What follows belongs to an exercise in optimizing a design on an open flow for small area and a short achievable clock period; a production flow would make more cautious choices. Function was checked by simulation only, so behaviour that the tests miss may differ from the original. Power figures rest on the tool's default switching activity, not on a simulated workload.

<file path="flow/run.sh">
#!/bin/bash
# synth_recipe.tcl (not shown) runs the flow's synth.tcl, then flattens the netlist and writes it again
# the make line also repeats each setting of config.mk as NAME=value (left out here)
make -C /OpenROAD-flow-scripts/flow DESIGN_CONFIG=/design/flow/config.mk WORK_HOME=/design/flow/orfs CLKGATE_MAP_FILE= SYNTH_SCRIPT=/design/flow/synth_recipe.tcl finish
</file>
<file path="flow/config.mk">
export PLATFORM = sky130hd
export DESIGN_NAME = cpu
export DESIGN_NICKNAME = cpu
export VERILOG_FILES = /design/flow/design.v
export SDC_FILE = /design/flow/constraint.sdc
export NUM_CORES = 4
export LEC_CHECK = 0
export CAP_MARGIN = 20
export CORE_MARGIN = 2
export CORE_UTILIZATION = 40
export SLEW_MARGIN = 20
</file>
<file path="flow/constraint.sdc">
create_clock -name core_clock -period 5.2 [get_ports {clk}]
set_input_delay 1.0400 -clock core_clock [delete_from_list [all_inputs] [get_ports {clk}]]
set_output_delay 1.0400 -clock core_clock [all_outputs]
set_load 0.01 [all_outputs]
</file>
<file path="flow/design.v">
`default_nettype none
`timescale 1ns/1ps
package cpu_pkg;
	typedef enum logic [5:0] {
		OP_RTYPE = 6'h00,
		OP_J     = 6'h02,
		OP_BEQ   = 6'h04,
		OP_ADDI  = 6'h08,
		OP_LW    = 6'h23,
		OP_SW    = 6'h2b
	} opcode_e;
	typedef enum logic [5:0] {
		FN_SLL = 6'h00,
		FN_ADD = 6'h20,
		FN_SUB = 6'h22,
		FN_AND = 6'h24,
		FN_OR  = 6'h25,
		FN_SLT = 6'h2a
	} funct_e;
	typedef enum logic [3:0] {
		ALU_AND = 4'h0,
		ALU_OR  = 4'h1,
		ALU_ADD = 4'h2,
		ALU_SUB = 4'h6,
		ALU_SLT = 4'h7,
		ALU_SLL = 4'h8
	} alu_op_e;
	typedef enum logic [1:0] {
		CLS_ADD   = 2'b00,  
		CLS_SUB   = 2'b01,  
		CLS_FUNCT = 2'b10   
	} alu_class_e;
	typedef struct packed {
		opcode_e     opcode;
		logic [4:0]  rs;
		logic [4:0]  rt;
		logic [4:0]  rd;
		logic [4:0]  shamt;
		logic [5:0]  funct;
	} r_view_t;
	typedef struct packed {
		opcode_e     opcode;
		logic [4:0]  rs;
		logic [4:0]  rt;
		logic [15:0] imm;
	} i_view_t;
	typedef struct packed {
		opcode_e     opcode;
		logic [25:0] target;
	} j_view_t;
	typedef union packed {
		r_view_t r;
		i_view_t i;
		j_view_t j;
	} instr_t;
	typedef struct packed {
		logic       regwrite;
		logic       regdst;     
		logic       memtoreg;
		logic       memread;
		logic       memwrite;
		logic       isbranch;
		logic       isjump;
		logic       alusrc;     
		alu_class_e alu_class;
	} ctrl_t;
	typedef struct packed {
		logic [31:0] pc_next;
		instr_t      instr;
	} if_id_t;
	typedef struct packed {
		ctrl_t       ctrl;
		logic [31:0] pc_next;
		logic [31:0] rs_data;
		logic [31:0] rt_data;
		logic [31:0] imm;
		logic [31:0] jump_target;
		logic [4:0]  rt;
		logic [4:0]  rd;
	} id_ex_t;
	typedef struct packed {
		logic        regwrite;
		logic        memtoreg;
		logic        memread;
		logic        memwrite;
		logic        isbranch;
		logic [31:0] branch_target;
		logic        zero;
		logic [31:0] alu_result;
		logic [31:0] store_data;
		logic [4:0]  dst;
	} ex_mem_t;
	typedef struct packed {
		logic        regwrite;
		logic        memtoreg;
		logic [31:0] load_data;
		logic [31:0] alu_result;
		logic [4:0]  dst;
	} mem_wb_t;
	typedef struct packed {
		logic [4:0]  rd;
		logic [31:0] data;
	} wb_port_t;
	typedef struct packed {
		logic [31:0] addr;
		logic [31:0] data;
	} store_port_t;
endpackage
`default_nettype wire
`default_nettype none
`timescale 1ns/1ps
import cpu_pkg::*;
module fetch_stage (
	input  wire logic                clk,
	input  wire logic                rst_n,
	input  wire logic                prog_we,
	input  wire logic [6-1:0] prog_addr,
	input  wire logic [31:0]         prog_data,
	input  wire logic                jump_taken,
	input  wire logic [31:0]         jump_target,
	input  wire logic                branch_taken,
	input  wire logic [31:0]         branch_target,
	output cpu_pkg::if_id_t                 if_id
);
	logic [31:0] pc;
	logic [31:0] pc_d;
	logic [31:0] pc_plus4;
	logic [31:0] instr;
	logic [31:0] imem [2**6];
	assign pc_plus4 = pc + 32'd4;
	assign instr = imem[pc[6+1:2]];  
	always_comb begin
		if (branch_taken) begin
			pc_d = branch_target;
		end else if (jump_taken) begin
			pc_d = jump_target;
		end else begin
			pc_d = pc_plus4;
		end
	end
	always_ff @(posedge clk) begin
		if (!rst_n) begin
			pc <= 32'h0000_0000;
		end else begin
			pc <= pc_d;
		end
	end
	always_ff @(posedge clk) begin
		if (prog_we) begin
			imem[prog_addr] <= prog_data;
		end
	end
	always_ff @(posedge clk) begin
		if (!rst_n || jump_taken || branch_taken) begin
			if_id <= '0;  
		end else begin
			if_id.pc_next <= pc_plus4;
			if_id.instr <= instr;
		end
	end
endmodule
`default_nettype wire
`default_nettype none
`timescale 1ns/1ps
import cpu_pkg::*;
module decode_stage (
	input  wire logic     clk,
	input  wire logic     rst_n,
	input  wire cpu_pkg::if_id_t   if_id,
	input  wire logic     flush,
	input  wire logic     wb_we,
	input  wire cpu_pkg::wb_port_t wb,
	output cpu_pkg::id_ex_t        id_ex
);
	cpu_pkg::ctrl_t       ctrl;
	logic [31:0] regs [32];
	logic [31:0] rs_data;
	logic [31:0] rt_data;
	logic [31:0] imm;
	logic [31:0] jump_target;
	always_comb begin
		ctrl = '0;
		case (if_id.instr.r.opcode)
			OP_RTYPE: begin
				ctrl.regwrite = 1'b1;
				ctrl.regdst = 1'b1;
				ctrl.alu_class = CLS_FUNCT;
			end
			OP_ADDI: begin
				ctrl.regwrite = 1'b1;
				ctrl.alusrc = 1'b1;
				ctrl.alu_class = CLS_ADD;
			end
			OP_LW: begin
				ctrl.regwrite = 1'b1;
				ctrl.memtoreg = 1'b1;
				ctrl.memread = 1'b1;
				ctrl.alusrc = 1'b1;
				ctrl.alu_class = CLS_ADD;
			end
			OP_SW: begin
				ctrl.memwrite = 1'b1;
				ctrl.alusrc = 1'b1;
				ctrl.alu_class = CLS_ADD;
			end
			OP_BEQ: begin
				ctrl.isbranch = 1'b1;
				ctrl.alu_class = CLS_SUB;
			end
			OP_J: begin
				ctrl.isjump = 1'b1;
			end
			default: begin
				ctrl = '0;  
			end
		endcase
	end
	assign rs_data = (if_id.instr.i.rs == 5'd0) ? 32'd0 : regs[if_id.instr.i.rs];
	assign rt_data = (if_id.instr.i.rt == 5'd0) ? 32'd0 : regs[if_id.instr.i.rt];
	assign imm = {{16{if_id.instr.i.imm[15]}}, if_id.instr.i.imm};
	assign jump_target = {if_id.pc_next[31:28], if_id.instr.j.target, 2'b00};
	always_ff @(posedge clk) begin
		if (wb_we && wb.rd != 5'd0) begin
			regs[wb.rd] <= wb.data;
		end
	end
	always_ff @(posedge clk) begin
		id_ex.pc_next <= if_id.pc_next;
		id_ex.rs_data <= rs_data;
		id_ex.rt_data <= rt_data;
		id_ex.imm <= imm;
		id_ex.jump_target <= jump_target;
		id_ex.rt <= if_id.instr.i.rt;
		id_ex.rd <= if_id.instr.r.rd;
		if (!rst_n || flush) begin
			id_ex.ctrl <= '0;
		end else begin
			id_ex.ctrl <= ctrl;
		end
	end
endmodule
`default_nettype wire
`default_nettype none
`timescale 1ns/1ps
import cpu_pkg::*;
module execute_stage (
	input  wire logic   clk,
	input  wire logic   rst_n,
	input  wire cpu_pkg::id_ex_t id_ex,
	input  wire logic   flush,
	output logic        jump_taken,
	output logic [31:0] jump_target,
	output cpu_pkg::ex_mem_t     ex_mem
);
	cpu_pkg::funct_e      funct;
	cpu_pkg::alu_op_e     alu_op;
	logic [4:0]  shamt;
	logic [31:0] op_b;
	logic [31:0] alu_result;
	logic [4:0]  dst;
	logic [31:0] branch_target;
	assign funct = cpu_pkg::funct_e'(id_ex.imm[5:0]);  
	assign shamt = id_ex.imm[10:6];
	always_comb begin
		case (id_ex.ctrl.alu_class)
			CLS_ADD: alu_op = ALU_ADD;
			CLS_SUB: alu_op = ALU_SUB;
			default: begin
				case (funct)
					FN_ADD: alu_op = ALU_ADD;
					FN_SUB: alu_op = ALU_SUB;
					FN_AND: alu_op = ALU_AND;
					FN_OR: alu_op = ALU_OR;
					FN_SLT: alu_op = ALU_SLT;
					FN_SLL: alu_op = ALU_SLL;
					default: alu_op = ALU_ADD;
				endcase
			end
		endcase
	end
	assign op_b = id_ex.ctrl.alusrc ? id_ex.imm : id_ex.rt_data;
	always_comb begin
		case (alu_op)
			ALU_ADD: alu_result = id_ex.rs_data + op_b;
			ALU_SUB: alu_result = id_ex.rs_data - op_b;
			ALU_AND: alu_result = id_ex.rs_data & op_b;
			ALU_OR: alu_result = id_ex.rs_data | op_b;
			ALU_SLT: alu_result = {31'd0, $signed(id_ex.rs_data) < $signed(op_b)};
			ALU_SLL: alu_result = op_b << shamt;  
			default: alu_result = 32'd0;
		endcase
	end
	assign dst = id_ex.ctrl.regdst ? id_ex.rd : id_ex.rt;
	assign branch_target = id_ex.pc_next + {id_ex.imm[29:0], 2'b00};
	assign jump_taken = id_ex.ctrl.isjump;
	assign jump_target = id_ex.jump_target;
	always_ff @(posedge clk) begin
		ex_mem.branch_target <= branch_target;
		ex_mem.zero <= (alu_result == 32'd0);
		ex_mem.alu_result <= alu_result;
		ex_mem.store_data <= id_ex.rt_data;
		ex_mem.dst <= dst;
		if (!rst_n || flush) begin
			ex_mem.regwrite <= 1'b0;
			ex_mem.memtoreg <= 1'b0;
			ex_mem.memread <= 1'b0;
			ex_mem.memwrite <= 1'b0;
			ex_mem.isbranch <= 1'b0;
		end else begin
			ex_mem.regwrite <= id_ex.ctrl.regwrite;
			ex_mem.memtoreg <= id_ex.ctrl.memtoreg;
			ex_mem.memread <= id_ex.ctrl.memread;
			ex_mem.memwrite <= id_ex.ctrl.memwrite;
			ex_mem.isbranch <= id_ex.ctrl.isbranch;
		end
	end
endmodule
`default_nettype wire
`default_nettype none
`timescale 1ns/1ps
import cpu_pkg::*;
module memory_stage (
	input  wire logic    clk,
	input  wire logic    rst_n,
	input  wire cpu_pkg::ex_mem_t ex_mem,
	output logic         branch_taken,
	output logic [31:0]  branch_target,
	output logic         wb_we,
	output cpu_pkg::wb_port_t     wb,
	output logic         store_valid,
	output cpu_pkg::store_port_t  store
);
	logic [31:0]         dmem [2**6];
	logic [6-1:0] word_addr;
	logic [31:0]         load_data;
	cpu_pkg::mem_wb_t             mem_wb;
	assign word_addr = ex_mem.alu_result[6+1:2];
	assign load_data = ex_mem.memread ? dmem[word_addr] : 32'd0;
	always_ff @(posedge clk) begin
		if (ex_mem.memwrite) begin
			dmem[word_addr] <= ex_mem.store_data;
		end
	end
	assign branch_taken = ex_mem.isbranch && ex_mem.zero;  
	assign branch_target = ex_mem.branch_target;
	assign store_valid = ex_mem.memwrite;
	assign store.addr = ex_mem.alu_result;
	assign store.data = ex_mem.store_data;
	always_ff @(posedge clk) begin
		mem_wb.load_data <= load_data;
		mem_wb.alu_result <= ex_mem.alu_result;
		mem_wb.dst <= ex_mem.dst;
		if (!rst_n) begin
			mem_wb.regwrite <= 1'b0;
			mem_wb.memtoreg <= 1'b0;
		end else begin
			mem_wb.regwrite <= ex_mem.regwrite;
			mem_wb.memtoreg <= ex_mem.memtoreg;
		end
	end
	assign wb_we = mem_wb.regwrite && (mem_wb.dst != 5'd0);
	assign wb.rd = mem_wb.dst;
	assign wb.data = mem_wb.memtoreg ? mem_wb.load_data : mem_wb.alu_result;
endmodule
`default_nettype wire
`default_nettype none
`timescale 1ns/1ps
import cpu_pkg::*;
module cpu (
	input  wire logic                clk,
	input  wire logic                rst_n,
	input  wire logic                prog_we,
	input  wire logic [6-1:0] prog_addr,
	input  wire logic [31:0]         prog_data,
	output logic                     wb_valid,
	output logic [4:0]               wb_rd,
	output logic [31:0]              wb_data,
	output logic                     store_valid,
	output logic [31:0]              store_addr,
	output logic [31:0]              store_data
);
	cpu_pkg::wb_port_t    wb;
	cpu_pkg::store_port_t store;
	assign wb_rd = wb.rd;
	assign wb_data = wb.data;
	assign store_addr = store.addr;
	assign store_data = store.data;
	cpu_pkg::if_id_t      if_id;
	cpu_pkg::id_ex_t      id_ex;
	cpu_pkg::ex_mem_t     ex_mem;
	logic        jump_taken;
	logic [31:0] jump_target;
	logic        branch_taken;
	logic [31:0] branch_target;
	logic        id_flush;
	logic        ex_flush;
	assign id_flush = jump_taken | branch_taken;
	assign ex_flush = branch_taken;  
	fetch_stage fetch_i (
		.clk(clk),
		.rst_n(rst_n),
		.prog_we(prog_we),
		.prog_addr(prog_addr),
		.prog_data(prog_data),
		.jump_taken(jump_taken),
		.jump_target(jump_target),
		.branch_taken(branch_taken),
		.branch_target(branch_target),
		.if_id(if_id)
	);
	decode_stage decode_i (
		.clk(clk),
		.rst_n(rst_n),
		.if_id(if_id),
		.flush(id_flush),
		.wb_we(wb_valid),
		.wb(wb),
		.id_ex(id_ex)
	);
	execute_stage execute_i (
		.clk(clk),
		.rst_n(rst_n),
		.id_ex(id_ex),
		.flush(ex_flush),
		.jump_taken(jump_taken),
		.jump_target(jump_target),
		.ex_mem(ex_mem)
	);
	memory_stage memory_i (
		.clk(clk),
		.rst_n(rst_n),
		.ex_mem(ex_mem),
		.branch_taken(branch_taken),
		.branch_target(branch_target),
		.wb_we(wb_valid),
		.wb(wb),
		.store_valid(store_valid),
		.store(store)
	);
endmodule
`default_nettype wire
</file>
==> notes.md <==
==> timing repair <==
action,4_1_cts,5_1_grt
gates resized for setup,0,1
hold endpoints to repair,0,0
endpoints found under the setup margin,0,1
==> area by class of cell <==
type | instances | area (um2) | share of cell area, %
Antenna cell | 26 | 65.1 | 0.0263
Clock inverter | 289 | 2750 | 1.11
Tap cell | 7181 | 8980 | 3.63
Multi-Input combinational cell | 4570 | 52800 | 21.3
Clock buffer | 722 | 15000 | 6.05
Sequential cell | 5414 | 160000 | 64.5
Timing Repair Buffer | 817 | 7890 | 3.19
Inverter | 113 | 424 | 0.171
==> report_power, final <==
part	total [W]	internal [W]	leakage [nW]	switching [W]
clock	0.0388	0.0217	8.56	0.0171
combinational	0.0283	0.00960	19.0	0.0187
sequential	0.0534	0.0517	48.7	0.00176
==> stage by stage <==
stage | instance area [um2] | worst slack (ns) | hold slack, ns | power, W | util (%)
6_report | 248000 | 0.241 | 0.300 | 0.121 | 46.2
5_1_grt | 248000 | 0.0499 | 0.329 | 0.124 | 46.2
4_1_cts | 248000 | 0.288 | 0.319 | 0.121 | 46.2
3_5_place_dp | 230000 | 0.278 | 0.315 | 0.0824 | 42.9
3_3_place_gp | 230000 | 0.297 | 0.311 | 0.0821 | 42.9
2_1_floorplan | 215000 | 0.0448 | 0.310 | 0.0683 | -
==> path summary, 6_finish.rpt <==
path                            cells past startpoint                            to  slack [ns]
worst max register to register                     16  execute_i.ex_mem[69]$_DFF_P_        0.24
worst max-delay path                               16  execute_i.ex_mem[69]$_DFF_P_        0.24
worst min register to register                      0    decode_i.id_ex[49]$_DFF_P_        0.30
worst min-delay path                                0    decode_i.id_ex[49]$_DFF_P_        0.30
==> cells in the final DEF, fill, tap and decap left out, drive strengths merged, types with 26 or more instances in the layout <==
master / n
nor2b: 53
o211ai: 33
nand4: 42
buf: 706
a21oi: 204
nand2b: 30
nor4: 49
clkdlybuf4s50: 111
o21ai: 93
conb: 32
diode: 26
a211oi: 46
nor2: 386
nand2: 214
clkbuf: 722
nor3: 45
dfxtp: 294
o2111ai: 38
a22o: 204
mux2: 125
nand3: 73
a221oi: 230
o22ai: 43
edfxtp: 5120
ha: 110
clkinv: 227
mux2i: 206
o221ai: 43
inv: 132
a31oi: 210
mux4: 1243
a22oi: 528
==> registers in the layout, indices dropped and copies added (netlist names) <==
name and flops:
execute_i.ex_mem 80, fetch_i.if_id 38, fetch_i.imem 2048, memory_i.dmem 2048
decode_i.id_ex 99, memory_i.mem_wb 71, decode_i.regs 1024, fetch_i.pc 6
==> routing by layer <==
metal	up-vias	global-route usage [%]	share of wire (%)
li1	47067	-	-
met1	62728	33.5	40
met2	6031	37.8	47
met3	941	4.66	9.3
met4	34	8.34	3.9
met5	-	0	0.033
==> kinds of logic after synthesis <==
logic type	after synthesis	share of synthesized area (%)
fa+ha+maj	113	0.669
other cells	1	0.00175
flops	5414	74.4
mux	1574	14.7
xor+xnor	28	0.114
compound gates	1843	6.35
buf+inv	906	1.72
simple gates	980	2.12
==> flow_metrics.py <==
metrics = {
    "clock_network": {
        "cts.hold.buffers_added": 0,
        "cts_tree": "built",
        "cts_buffers": 563,
        "clock_sinks": 5414,
        "cts_setup_buffers": 0,
        "clk_pin_slew_worst_paths_ns": 0.06,
        "clock_path_buffers": 4,
        "cts_root_buffer": "clkbuf_16",
        "clkLatencyLatePin_ns": 1.14,
        "htreeDepth": 6,
    },
    "die": {
        "die-area_um2": 542000,
        "io_pins": 144,
        "coreArea_um2": 535000,
        "die_x_um": 737,
        "initial_core_util_pct": 40.1,
        "row_count": 269,
        "die_h_um": 737,
    },
    "global_route": {
        "grt_pass1_vias": 117377,
        "grt-ovfl-total": 0,
        "antenna_found_initial": 70,
        "track_usage_pct": 24.0,
        "grt_max_degree": 84,
        "grt_pass1_wl_mm": 923,
    },
    "critical_path": {
        "cp-startpoint": "decode_i.id_ex[172]$_SDFF_PP0_",
        "rr_startpoint": "decode_i.id_ex[172]$_SDFF_PP0_",
        "setup.worst_path.end_class": "flip-flop",
        "required_ns": 6.21,
        "crit_chain": "buf_4, mux2i_1, buf_4, ha_1, buf_4, a21oi_1, o31ai_1, a221oi_1, o31ai_1, a211o_1, a311oi_1, o311a_1, nand2_1, nor4_1, nand4_1, nor3_2",
        "cpPeakStageDelay_ns": 0.55,
        "crit_path_frequent_cell": "buf_4",
        "cp-start-kind": "flip-flop",
        "slowest_stage": "mux2i_1",
        "cp_max_fo": 29,
        "cp.arrival_ns": 5.97,
        "worst-path-buf-inv": 3,
        "critPathKind": "flip-flop to flip-flop",
        "critical_path.top_delay_family": "compound AO/OA/AOI/OAI gates",
    },
    "sta": {
        "fmax_ghz": 0.202,
        "rsz0062_at_grt": "no",
        "setup-tns-final_ns": 0,
        "relSlewSlack_pct": 22.1,
        "period_minus_slack_ns": 4.96,
        "fin_skew_ns": 0.146,
        "setup_viol": 0,
        "worst_pin_slew_ns": 1.17,
        "slew_violations": 0,
        "fin_crit_sh_pct": 95.4,
        "hold_violations": 0,
    },
    "placement": {
        "dp_hpwl_mm": 400,
        "place.gp.congestion": 0.872,
        "port_buffers": 143,
        "dpl.cell_count": 18094,
    },
    "pwr": {
        "vdd_drop_max_mv": 0.461,
        "power_density_nw_per_um2": 487,
        "leakagePower_nw": 76.3,
    },
    "job": {
        "cap_viol_max_count": 0,
    },
    "synth": {
        "yosys.area.top_type_share_pct": 71.6,
        "ys_seq_area_share_pct": 74.4,
        "synthFlopType": "edfxtp_1",
        "synth_cells": 10859,
        "synth_warnings": 4,
        "synth_edf_count": 5120,
        "synth_most_common_cell": "edfxtp_1",
        "syn-mean-instance-area_um2": 19.8,
        "ys_seq_elements": 5414,
        "ys_top_cells_by_count": "5120 x edfxtp_1, 1243 x mux4_2, 535 x clkbuf_1",
        "yosysTopAreaCell": "edfxtp_1",
        "syn_area_um2": 215000,
        "yosys-top-cells-area": "edfxtp_1 72%, mux4_2 13%, dfxtp_1 2.7%, a22oi_1 1.8%, mux2i_1 0.96%",
        "synth_cell_type_count": 83,
        "synth-async-reset-ratio_pct": 0,
    },
    "route": {
        "vias": 116801,
        "drt-total-wl_mm": 664,
        "viasPerCell": 6.11,
        "postRouteAntennaNets": 0,
        "drtIter0Drc": 15820,
        "drc": 0,
        "firstDrtPassIters": 9,
        "wire_per_inst_um": 34.7,
    },
    "worst_hold_path": {
        "hold_path.class": "flip-flop to flip-flop",
        "min_from": "fetch_i.if_id[7]$_SDFF_PP0_",
    },
    "finish": {
        "area_delta_synth_final_pct": 15.4,
        "nets": 11633,
        "drive_gt1_share_pct": 26.1,
        "finalNonFillerCells": 19132,
        "n_fill_cell": 44413,
    },
    "run_status": {
        "status": "timing/DRC/antenna clean",
    },
}

-- static timing again, ports no longer ideal --
Ports are ideal in the flow. The routed layout listed here was re-timed in OpenROAD.
Step 1 (the two cells are an assumption about what drives the block):
set clk [get_ports {clk}]
set_driving_cell -lib_cell sky130_fd_sc_hd__clkbuf_16 $clk
set_driving_cell -lib_cell sky130_fd_sc_hd__buf_2 [delete_from_list [all_inputs] $clk]
Step 2, shift: input delay + t, output delay - t, t = (earliest + latest rising clock arrival at the registers) / 2. This alone moves slack from input paths to output paths.
Three values: no drivers, after step 1, after step 2; two values: the first two.
shift t [ns]: 1.191
setup slack, ns: 0.241 / 0.241 / 0.241
worst register clock-pin slew, ns: 0.07 / 0.07
After both steps this run still meets setup and hold. The setup slack of this run moves by 0.000 ns with the drivers and by 0.000 ns with both steps.
